Context: an optimization exercise on an open-source flow, tuned for small area and a short achievable clock period. The choices shown serve that exercise and are no tape-out recipe.
No run shown here included a check of the RTL's function; only the layout flow was run.
Power figures rest on the tool's default switching activity, not on a simulated workload.

`flow/flow/run.sh`:
```
#!/bin/bash
# Standard layout, with repair_timing asked for extra setup slack so the
# achieved period shrinks. Each make target's log lands in orfs/logs.
set -euo pipefail
bash standard.sh SETUP_SLACK_MARGIN=9 finish > make_finish.log 2>&1
```
`flow/standard.sh`:
```
#!/bin/bash
# synth_recipe.tcl (not shown) runs the flow's synth.tcl, then flattens the netlist and writes it again
# the make line also repeats each setting of config.mk as NAME=value (left out here)
make -C /OpenROAD-flow-scripts/flow DESIGN_CONFIG=/design/flow/config.mk WORK_HOME=/design/flow/orfs CLKGATE_MAP_FILE= SYNTH_SCRIPT=/design/flow/synth_recipe.tcl "${@:-finish}"
```
`flow/config.mk`:
```
export PLATFORM = sky130hd
export DESIGN_NAME = awb_gain_est
export DESIGN_NICKNAME = awb_gain_est
export VERILOG_FILES = /design/flow/design.v
export SDC_FILE = /design/flow/constraint.sdc
export NUM_CORES = 4
export LEC_CHECK = 0
export CAP_MARGIN = 20
export CORE_MARGIN = 2
export CORE_UTILIZATION = 40
export SLEW_MARGIN = 20
```
`flow/constraint.sdc`:
```
create_clock -name core_clock -period 13.0 [get_ports {clk}]
set_input_delay 2.6000 -clock core_clock [delete_from_list [all_inputs] [get_ports {clk}]]
set_output_delay 2.6000 -clock core_clock [all_outputs]
set_load 0.01 [all_outputs]
```
`flow/design.v`:
```
module awb_gain_est #(
    parameter int ACC_W = 24,
    parameter int CNT_W = 16
) (
    input  logic            clk,
    input  logic            rst,
    input  logic            pix_valid_i,
    input  logic [1:0]      pix_color_i,
    input  logic [7:0]      pix_value_i,
    input  logic            pix_last_i,
    output logic [15:0]     K_R,
    output logic [15:0]     K_G,
    output logic [15:0]     K_B,
    output logic            valid_gain_o,
    output logic            busy_o,
    output logic            overrun_o
);
    localparam int SW = 13;    
    localparam int NW = 6;     
    assign K_G = 16'h0100;
    logic close_w;
    assign close_w = pix_valid_i & pix_last_i;
    logic [2:0] p_hit;      
    logic [7:0] p_val;
    logic       p_ovr;      
    always_ff @(posedge clk) begin
        p_hit[0] <= pix_valid_i & (pix_color_i == 2'd0);
        p_hit[1] <= pix_valid_i & (pix_color_i == 2'd1);
        p_hit[2] <= pix_valid_i & (pix_color_i == 2'd2);
        p_ovr    <= close_w & busy_o;
        p_val    <= pix_value_i;
    end
    logic [5:0] ctr;
    logic       ld;         
    logic       fresh;      
    logic       last_c, mul, div, acc_en;
    assign last_c = (ctr == 6'd32);
    assign mul    = busy_o & (ctr >= 6'd3) & (ctr <= 6'd18);
    assign div    = busy_o & (ctr >= 6'd19);
    assign acc_en = ~busy_o | (ctr == 6'd0);
    always_ff @(posedge clk or posedge rst) begin
        if (rst) begin
            busy_o       <= 1'b0;
            ld           <= 1'b0;
            fresh        <= 1'b1;
            overrun_o    <= 1'b0;
            valid_gain_o <= 1'b0;
        end else begin
            fresh <= 1'b0;
            ld    <= busy_o & last_c;
            if (close_w & busy_o)
                overrun_o <= 1'b1;
            if (busy_o) begin
                if (last_c) begin
                    busy_o       <= 1'b0;
                    valid_gain_o <= 1'b1;
                end
            end else if (close_w) begin
                busy_o <= 1'b1;
            end
        end
    end
    always_ff @(posedge clk)
        ctr <= busy_o ? ctr + 6'd1 : 6'd0;
    logic [SW-1:0] side_s [3];
    logic [NW-1:0] side_n [3];
    for (genvar c = 0; c < 3; c++) begin : g_side
        always_ff @(posedge clk) begin
            if ((ctr == 6'd0) | p_ovr) begin
                side_s[c] <= '0;
                side_n[c] <= '0;
            end else begin
                side_s[c] <= side_s[c] + (p_hit[c] ? SW'(p_val) : '0);
                side_n[c] <= side_n[c] + NW'(p_hit[c]);
            end
        end
    end
    logic [23:0] S_R, S_G, S_B;
    logic [15:0] N_R, N_G, N_B;
    logic [23:0] s_nx [3];
    logic [15:0] n_nx [3];
    logic take;           
    logic zap;            
    assign zap  = fresh | (ld & p_ovr);
    assign take = (acc_en | ld) & ~zap;
    logic [23:0] s_cur [3];
    logic [15:0] n_cur [3];
    assign s_cur[0] = S_R; assign s_cur[1] = S_G; assign s_cur[2] = S_B;
    assign n_cur[0] = N_R; assign n_cur[1] = N_G; assign n_cur[2] = N_B;
    for (genvar c = 0; c < 3; c++) begin : g_main
        logic [23:0] sb;
        logic [15:0] nb;
        assign sb = zap ? '0 : ld ? 24'(side_s[c]) : s_cur[c];
        assign nb = zap ? '0 : ld ? 16'(side_n[c]) : n_cur[c];
        assign s_nx[c] = sb + ((take & p_hit[c]) ? 24'(p_val) : 24'd0);
        assign n_nx[c] = nb + 16'(take & p_hit[c]);
    end
    logic [23:0] P_AR, P_AB, P_BR, P_BB;
    logic [15:0] X_BB;
    logic [24:0] m_br, m_bb;
    assign m_br = {1'b0, P_BR} + (N_G[0] ? {1'b0, S_R} : 25'd0);
    assign m_bb = {1'b0, P_BB} + (N_G[0] ? {1'b0, S_B} : 25'd0);
    logic [5:0]  E_R, E_B;
    logic [45:0] rem_r, rem_b;
    logic [39:0] d_r, d_b;
    logic [44:4] op_r, op_b, sm_r, sm_b;
    logic        sg_r, sg_b;
    assign rem_r = {E_R, P_AR, N_R};
    assign rem_b = {E_B, P_AB, N_B};
    assign d_r   = {P_BR, N_G};
    assign d_b   = {P_BB, X_BB};
    assign sg_r  = E_R[5];
    assign sg_b  = E_B[5];
    always_comb begin
        op_r = '0;
        op_b = '0;
        if (div) begin
            op_r = {1'b0, d_r} ^ {41{~sg_r}};
            op_b = {1'b0, d_b} ^ {41{~sg_b}};
        end else if (mul) begin
            op_r[39:16] = N_R[0] ? S_G : 24'd0;
            op_b[39:16] = N_B[0] ? S_G : 24'd0;
        end
    end
    assign sm_r = rem_r[44:4] + op_r + 41'(div & ~sg_r);
    assign sm_b = rem_b[44:4] + op_b + 41'(div & ~sg_b);
    logic [12:0] q_r, q_b;     
    always_ff @(posedge clk) begin
        q_r <= {q_r[11:0], ~sm_r[44]};
        q_b <= {q_b[11:0], ~sm_b[44]};
    end
    always_ff @(posedge clk) begin
        S_R <= s_nx[0];
        S_G <= s_nx[1];
        S_B <= s_nx[2];
        N_G <= mul ? {m_br[0], N_G[15:1]} : n_nx[1];
        if (mul) begin
            N_R <= {sm_r[16], N_R[15:1]};
            N_B <= {sm_b[16], N_B[15:1]};
        end else if (div) begin
            N_R <= {sm_r[14:4], N_R[3:0], 1'b0};
            N_B <= {sm_b[14:4], N_B[3:0], 1'b0};
        end else begin
            N_R <= n_nx[0];
            N_B <= n_nx[2];
        end
    end
    always_ff @(posedge clk) begin
        if (mul) begin
            P_AR <= sm_r[40:17];
            P_AB <= sm_b[40:17];
            P_BR <= m_br[24:1];
            P_BB <= m_bb[24:1];
            X_BB <= {m_bb[0], X_BB[15:1]};
        end else if (div) begin
            P_AR <= sm_r[38:15];
            P_AB <= sm_b[38:15];
        end else begin
            P_AR <= '0;
            P_AB <= '0;
            P_BR <= '0;
            P_BB <= '0;
        end
        if (div) begin
            E_R <= sm_r[44:39];
            E_B <= sm_b[44:39];
        end else begin
            E_R <= '0;
            E_B <= '0;
        end
    end
    logic dz_r, dz_b;
    assign dz_r = (d_r == '0);
    assign dz_b = (d_b == '0);
    function automatic logic [11:0] fin(input logic [12:0] q, input logic dz);
        if (dz)
            fin = 12'h100;
        else if (q[12])
            fin = 12'hFFF;
        else
            fin = q[11:0];
    endfunction
    logic [11:0] kr, kb;
    always_ff @(posedge clk or posedge rst) begin
        if (rst) begin
            kr <= 12'h100;
            kb <= 12'h100;
        end else if (busy_o & last_c) begin
            kr <= fin(q_r, dz_r);
            kb <= fin(q_b, dz_b);
        end
    end
    assign K_R = {4'h0, kr};
    assign K_B = {4'h0, kb};
endmodule
```
==> results of run 1 <==
## timing repair
action,in CTS,in global routing
setup endpoints to repair,170,94
gates cloned,13,4
setup buffers,79,107
pin swaps,65,161
endpoints found under the hold margin,0,0
resized for setup,181,298
## cell usage in the layout, fill, tap and decap left out, drive strengths merged, types with 70 or more instances in the layout
| cell type | count |
|---|---|
| xor2 | 160 |
| nand2 | 291 |
| dfxtp | 281 |
| buf | 209 |
| a21o | 70 |
| and2 | 99 |
| nor2 | 342 |
| ha | 192 |
| inv | 96 |
| a21oi | 150 |
| o21ai | 214 |
| xnor2 | 144 |
## area by class of cell
class	instances	area, sq um
multi-input cells	2376	17300
repair buffers	259	2470
well taps	837	1050
inverters	93	375
repair inverters	2	27.5
clock buffers	65	1370
clock inverters	20	250
flip-flops and latches	374	8300
fillers	5618	30400
## layer usage
| metal | vias up | wire (um) |
|---|---|---|
| li1 | 10800 | - |
| met1 | 10900 | 33800 |
| met5 | - | 14 |
| met2 | 752 | 36100 |
| met4 | 2 | 3190 |
| met3 | 197 | 5470 |
## through the flow
step / hold slack [ns] / setup WS, ns / instances / utilization (%)
2_1_floorplan: 0.332 / 8.90 / 2996 / -
3_3_place_gp: 0.339 / 7.11 / 3738 / 42.1
4_1_cts: 0.349 / 8.82 / 3915 / 47.1
3_5_place_dp: 0.339 / 6.99 / 3738 / 42.1
5_1_grt: 0.351 / 8.70 / 4026 / 50.6
6_report: 0.348 / 8.86 / 4026 / 50.6
## power by group through the flow
| stage | clock (mW) | combinational, mW | sequential, mW |
|---|---|---|---|
| after floorplan | 0 | 3.25 | 1.88 |
| after global placement | 0 | 4.15 | 1.98 |
| after detailed placement | 0 | 4.20 | 2.00 |
| after CTS | 1.40 | 5.03 | 1.98 |
| after global routing | 1.45 | 6.80 | 2.05 |
| final | 1.38 | 6.39 | 2.01 |
## kinds of logic (layout without fill, tap and decap cells)
| group | Yosys count | in the layout | synth area share (%) |
|---|---|---|---|
| AO/OA/AOI/OAI | 693 | 693 | 17.8 |
| other | 2 | 25 | 0.0302 |
| XOR/XNOR | 304 | 304 | 10.7 |
| AND/OR/NAND/NOR | 1090 | 1093 | 20.9 |
| flip-flops | 374 | 374 | 33.3 |
| buffers and inverters | 249 | 439 | 4.26 |
| multiplexers | 57 | 57 | 2.36 |
| adder cells (fa/ha/maj) | 204 | 204 | 10.6 |
## worst max-delay path, stage by stage (launching register included)
cell      delay (ns)
dfxtp_4         0.36
ha_4            0.17
or3_4           0.35
and2_4          0.19
o21ai_4         0.14
buf_12          0.16
buf_16          0.13
and3_4          0.27
nand2_2         0.08
o21ai_2         0.07
ha_1            0.29
a21o_1          0.23
a21o_1          0.19
a21o_1          0.20
a21o_1          0.21
a211oi_2        0.20
o41a_1          0.26
o21ai_1         0.09
xor2_1          0.18
a22o_1          0.23
## flip-flops by register name, summed over array words and instances (netlist names), 16 cells and up
signal,cells
N_R,16
side_s,39
S_B,24
N_G,16
P_AR,24
P_AB,24
X_BB,16
P_BB,24
S_G,24
P_BR,24
side_n,18
N_B,16
S_R,24
## path summary, 6_finish.rpt
| check | from | end | slack [ns] | cells past startpoint |
|---|---|---|---|---|
| worst max-delay path | ctr[0] | P_AB[16] | 8.86 | 19 |
| worst min-delay path | q_r[5] | q_r[6] | 0.35 | 0 |
| worst max register to register | ctr[0] | P_AB[16] | 8.86 | 19 |
| worst min register to register | q_r[5] | q_r[6] | 0.35 | 0 |
| max in group asynchronous | rst | kb[8] | 10.24 | 3 |
| min in group asynchronous | rst | overrun_o | 2.41 | 3 |
==> summary.md, run 1 <==
| Metric | Value |
|---|---|
| Post-synthesis register bit count | `374` |
| Die area | `64200 sq um` |
| Met2 Use GR | `36.0%` |
| DR WL/cell | `19.5 um` |
| Ports | `65` |
| Setup TNS | `0 ns` |
| Most used routing layer | `met2` |
| CTS Sinks | `374` |
| Final period utilization | `31.9%` |
| Flop pwr share | `20.5%` |
| Vias | `22.7k` |
| Tot Pwr | `9.78 mW` |
| Cells after Synth | `2973` |
| Design Area, Final | `31200 sq um` |
| DRC | `0` |
| Placed instance area | `25900 sq um` |
| Synth top area cells | `dfxtp_1 (23%), ha_1 (9.7%), edfxtp_1 (7.7%), xor2_1 (5.6%), nor2_1 (5.1%)` |
| Post-Syn Area per Cell | `8.37 sq um` |
| # setup viols final | `0` |
| Vias/cell | `5.63` |
| Number of antenna violations at the first check in global routing | `1` |
| Layout Nets | `3370` |
| Post-synthesis async set-or-reset flop share | `7.75%` |
| Synth top area share | `22.6%` |
| Area grow syn2layout | `25.3%` |
| Combinational share of power | `65.4%` |
| Crit path time final | `4.14 ns` |
| Final setup skew | `0.0250 ns` |
| GRT overflow | `0` |
| Largest net degree at the start of global routing | `52` |
| Hold Path Class | `flop to flop` |
| Largest area contributor in the netlist | `dfxtp_1` |
| CTS H-tree depth | `2` |
| Net switching power | `4.38 mW` |
| Register area share after synthesis | `33.3%` |
| Setup CP Type | `flop to flop` |
| Relative slew slack | `27.2%` |
| Commonest register cell after synthesis | `dfxtp_1` |
| Die Wd | `253 um` |
| Clock-pin slew on the worst setup and hold paths | `0.07 ns` |
| Met1 usage | `29.8%` |
| Setup crit end kind | `flop` |
| Met3 GRT Util | `4.66%` |
| Starting Density | `40.4%` |
| Worst Tran Pin Value | `1.09 ns` |
| DRT antenna net count | `0` |
| Clk latency of the worst-skew pair | `0.61 ns` |
| Gpl congestion | `0.910` |
| CTS tree | `yes` |
| Number of distinct library cells after synthesis | `89` |
| Max Cap Viol | `0` |
| Maximum clock rate | `0.242 GHz` |
| Final hold vios | `0` |
| Root buffer cell | `clkbuf_16` |
| IO buf count | `40` |
| Critical Path RT | `13.49 ns` |
| Vias in the first global route | `21.2k` |
| RSZ-0062 raised after global routing | `yes` |
| Most frequent cell after synthesis | `nor2_1` |
| Drt total wl | `78600 um` |
| Status | `no timing/DRC/antenna violations` |
| Internal Power | `5.40 mW` |
| Switching share of power | `44.8%` |
| Die height | `253 um` |
| Num rows | `91` |
| DR pass1 iterations | `5` |
| First-iteration detailed-routing DRC count | `1706` |
| CTS buffer count | `46` |
| CP arrival | `4.63 ns` |
| First-pass GRT wire length | `115000 um` |
| Leakage | `13.5 nW` |
| Crit path max fanout | `8` |
| # diodes | `0` |
| CP Launch Type | `flop` |
| Maximum root-to-sink buffer count | `3` |
| Most frequent cells after synthesis | `nor2_1 (339), nand2_1 (291), dfxtp_1 (281)` |
| Post-synth EDFFs | `64` |
| Power Density | `314 nW/um^2` |
| Synthesized area | `24900 sq um` |
| Detail Placement HPWL | `51000 um` |
| Layout cell share with drive strength beyond 1 | `19.4%` |
| Slew Viols, Final | `0` |
| Clk pwr share | `14.1%` |
| Core area | `61600 sq um` |
| Ys Warns | `7` |
| Post-CTS Hold Fix Bufs | `0` |
| GRT Total Usage | `22.7%` |
| Peak VDD IR | `0.172 mV` |
==> inputs of run 2 (changes only) <==
==> flow/run.sh (new file) <==
#!/bin/bash
# synth_recipe.tcl (not shown) runs the flow's synth.tcl, then flattens the netlist and writes it again
# the make line also repeats each setting of config.mk as NAME=value (left out here)
make -C /OpenROAD-flow-scripts/flow DESIGN_CONFIG=/design/flow/config.mk WORK_HOME=/design/flow/orfs CLKGATE_MAP_FILE= SYNTH_SCRIPT=/design/flow/synth_recipe.tcl finish
removed: flow/flow/run.sh
removed: flow/standard.sh
==> summary.md, run 2 <==
| Metric | Value |
|---|---|
| Synthesized area | `24900 sq um` |
| RR Endpoint | `P_AB[12]` |
| DRT antenna net count | `0` |
| Most frequent cells after synthesis | `nor2_1 (339), nand2_1 (291), dfxtp_1 (281)` |
| Largest register FFs | `39` |
| First-pass GRT wire length | `109000 um` |
| Status | `no timing/DRC/antenna violations` |
| First-iteration detailed-routing DRC count | `1312` |
| Most frequent cell after synthesis | `nor2_1` |
| Root buffer cell | `clkbuf_16` |
| Hold slack | `0.349 ns` |
| Vias | `20.8k` |
| Drt total wl | `67100 um` |
| Number of antenna violations at the first check in global routing | `2` |
| Layout cell share with drive strength beyond 1 | `5.02%` |
| CP arrival | `6.81 ns` |
| Hold Path Stages | `0` |
| Area grow syn2layout | `10.6%` |
| Ports | `65` |
| Number of distinct library cells after synthesis | `89` |
| Die height | `253 um` |
| Final period utilization | `48.8%` |
| CP Launch Type | `flop` |
| Footprint of the multi-input gates | `15700 sq um` |
| Vias/cell | `5.45` |
| Clock-pin slew on the worst setup and hold paths | `0.06 ns` |
| # Post-CTS Setup Buffers | `0` |
| # setup viols final | `0` |
| Post-CTS Hold Fix Bufs | `0` |
| Pre-CTS setup slack | `6.69 ns` |
| Die Wd | `253 um` |
| Met2 Use GR | `34.5%` |
| Largest area contributor in the netlist | `dfxtp_1` |
| Final hold vios | `0` |
| Register area share after synthesis | `33.3%` |
| RR Startpoint | `ctr[0]` |
| Setup WS post-layout | `6.65 ns` |
| DR pass1 iterations | `5` |
| R2R depth | `19` |
| Synth top area share | `22.6%` |
| Core area | `61600 sq um` |
| DR WL/cell | `17.5 um` |
| Post_cts resized | `0` |
| Hold Startpoint | `q_b[11]` |
| Maximum root-to-sink buffer count | `3` |
| Detail Placement HPWL | `48900 um` |
| Tot Pwr | `7.54 mW` |
| Met1 usage | `28.3%` |
| Vias in the first global route | `20.5k` |
| Relative slew slack | `27.4%` |
| RSZ-0062 raised after global routing | `no` |
| Largest net degree at the start of global routing | `81` |
| Post-synth EDFFs | `64` |
| Post-Syn Area per Cell | `8.37 sq um` |
| Critical Path Source | `ctr[0]` |
| Critical Path RT | `13.46 ns` |
| Top reg by flops | `side_s` |
| Commonest non-fill, non-tap cell in the layout | `nor2_1` |
| Crit path max fanout | `80` |
| Die area | `64200 sq um` |
| GRT Total Usage | `20.9%` |
| Met3 GRT Util | `3.32%` |
| Register Area | `8280 sq um` |
| Commonest non-fill, non-tap cells in the layout | `nor2_1 (336), nand2_1 (291), dfxtp_1 (279), o21ai_0 (197), ha_1 (192)` |
| Synth top area cells | `dfxtp_1 (23%), ha_1 (9.7%), edfxtp_1 (7.7%), xor2_1 (5.6%), nor2_1 (5.1%)` |
| Worst Tran Pin Value | `1.09 ns` |
| Cells after Synth | `2973` |
| Final setup skew | `0.0132 ns` |
| Ys Warns | `7` |
| Setup crit end kind | `flop` |
| Layout Utilization | `44.7%` |
| IO buf count | `40` |
| Layout Nets | `3168` |
| Starting Density | `40.4%` |
| DRC | `0` |
| CTS tree | `yes` |
| CTS Sinks | `374` |
| GRT overflow | `0` |
| CTS buffer count | `46` |
| Max Cap Viol | `0` |
| Power Density | `274 nW/um^2` |
| Clk latency of the worst-skew pair | `0.58 ns` |
| Fillers | `6039` |
| Peak VDD IR | `0.139 mV` |
| Maximum clock rate | `0.157 GHz` |
| Setup TNS | `0 ns` |
| Post-synthesis register bit count | `374` |
| Leakage | `11.9 nW` |
| Commonest register cell after synthesis | `dfxtp_1` |
| CTS H-tree depth | `2` |
| Crit path time final | `6.35 ns` |
| Worst Hold End | `q_b[12]` |
| Gpl congestion | `0.919` |
| Setup CP Type | `flop to flop` |
| Most used routing layer | `met2` |
| Post-synthesis async set-or-reset flop share | `7.75%` |
| Slew Viols, Final | `0` |
| Num rows | `91` |
| Hold Path Class | `flop to flop` |
| Worst R2R Setup Slack | `6.65 ns` |
## run 2: changes by cell type in the layout (fill, tap and decap cells not counted), moves of 16 or more
cell             before  now
a21oi_1             117  150
a21oi_2              25    0
buf_4               178   21
clkdlybuf4s50_1      13   40
dlygate4sd2_1        25    0
ha_1                145  192
ha_2                 16    0
ha_4                 31    0
nand2_1             267  291
nand2_2              19    0
nor2_1              318  336
o21ai_0             142  197
o21ai_2              38    1
## run 2: how the worst max path moves through the flow
stage	cells past startpoint	end	slack (ns)
floorplan	20	P_AR[23]	8.38
finish	19	P_AB[12]	6.65
CTS	19	P_AB[12]	6.66
global route	19	E_B[4]	6.07
detailed placement	19	P_AB[12]	6.69
global placement	19	P_AB[12]	6.75
## run 2: stage by stage
step / std cells / instance area, sq um
2_1_floorplan: 2996 / 25000
3_5_place_dp: 3739 / 25900
3_3_place_gp: 3738 / 25900
4_1_cts: 3824 / 27500
5_1_grt: 3825 / 27500
6_report: 3826 / 27500
## run 2: cells by family after synthesis
family / count (synthesis) / synth area share, %
AOI/OAI and AO/OA: 693 / 17.8
adders and majority gates: 204 / 10.6
other: 2 / 0.0302
and+or+nand+nor: 1090 / 20.9
xor gates and xnor gates: 304 / 10.7
buffers and inverters: 249 / 4.26
DFF: 374 / 33.3
muxes: 57 / 2.36
## run 2: final cells by class
class | instances | area share [%]
well taps | 837 | 3.80
clock inverters | 16 | 0.709
diodes | 2 | 0.0182
inverters | 93 | 1.27
clock buffers | 69 | 5.06
flip-flops and latches | 374 | 30.1
repair buffers | 62 | 2.13
multi-input cells | 2373 | 56.9
## run 2: metal layers
layer,part of all wire (%),up-vias
li1,-,10400
met1,47,9897
met2,46,471
met3,5.4,93
met4,2.4,0
met5,0,-
## run 2: power by group
group	internal, mW	switching, mW
Sequential	1.64	0.325
Combinational	1.64	2.59
Clock	0.821	0.522
Total	4.10	3.43
## run 2: worst max-delay path: stages, from the launching register on
cell	delay [ns]
dfxtp_1	0.33
ha_1	0.23
or3_1	0.37
o2111ai_4	0.19
buf_4	0.48
clkinv_2	0.65
buf_4	0.61
and3_1	0.62
nand2_1	0.17
o21ai_0	0.09
ha_1	0.42
and2_1	0.21
nand4_1	0.10
a21oi_1	0.21
nor2_1	0.09
o31a_1	0.37
o31ai_1	0.38
a41oi_1	0.20
xnor2_1	0.19
a22o_1	0.25

## re-timing with driven ports
In the flow no input, the clock included, has a driving cell. The finished layouts below were timed again as built, in two steps.
Step 1 (the two cells are an assumption about what drives the block):
set clk [get_ports {clk}]
set_driving_cell -lib_cell sky130_fd_sc_hd__clkbuf_16 $clk
set_driving_cell -lib_cell sky130_fd_sc_hd__buf_2 [delete_from_list [all_inputs] $clk]
Step 2 times the ports against the registers' clock, not the clock port: input delays grow and output delays shrink by t, the midpoint of the rising clock arrivals with the driver on.
Three values: no drivers, after step 1, after step 2; two values: the first two.
run | t (ns) | slack for setup (ns) | worst setup path at the end
run 1 | 0.651 | 8.859 / 8.859 / 8.859 | register to register
run 2 | 0.639 | 6.650 / 6.650 / 6.650 | register to register
After both steps every run listed still meets setup and hold.
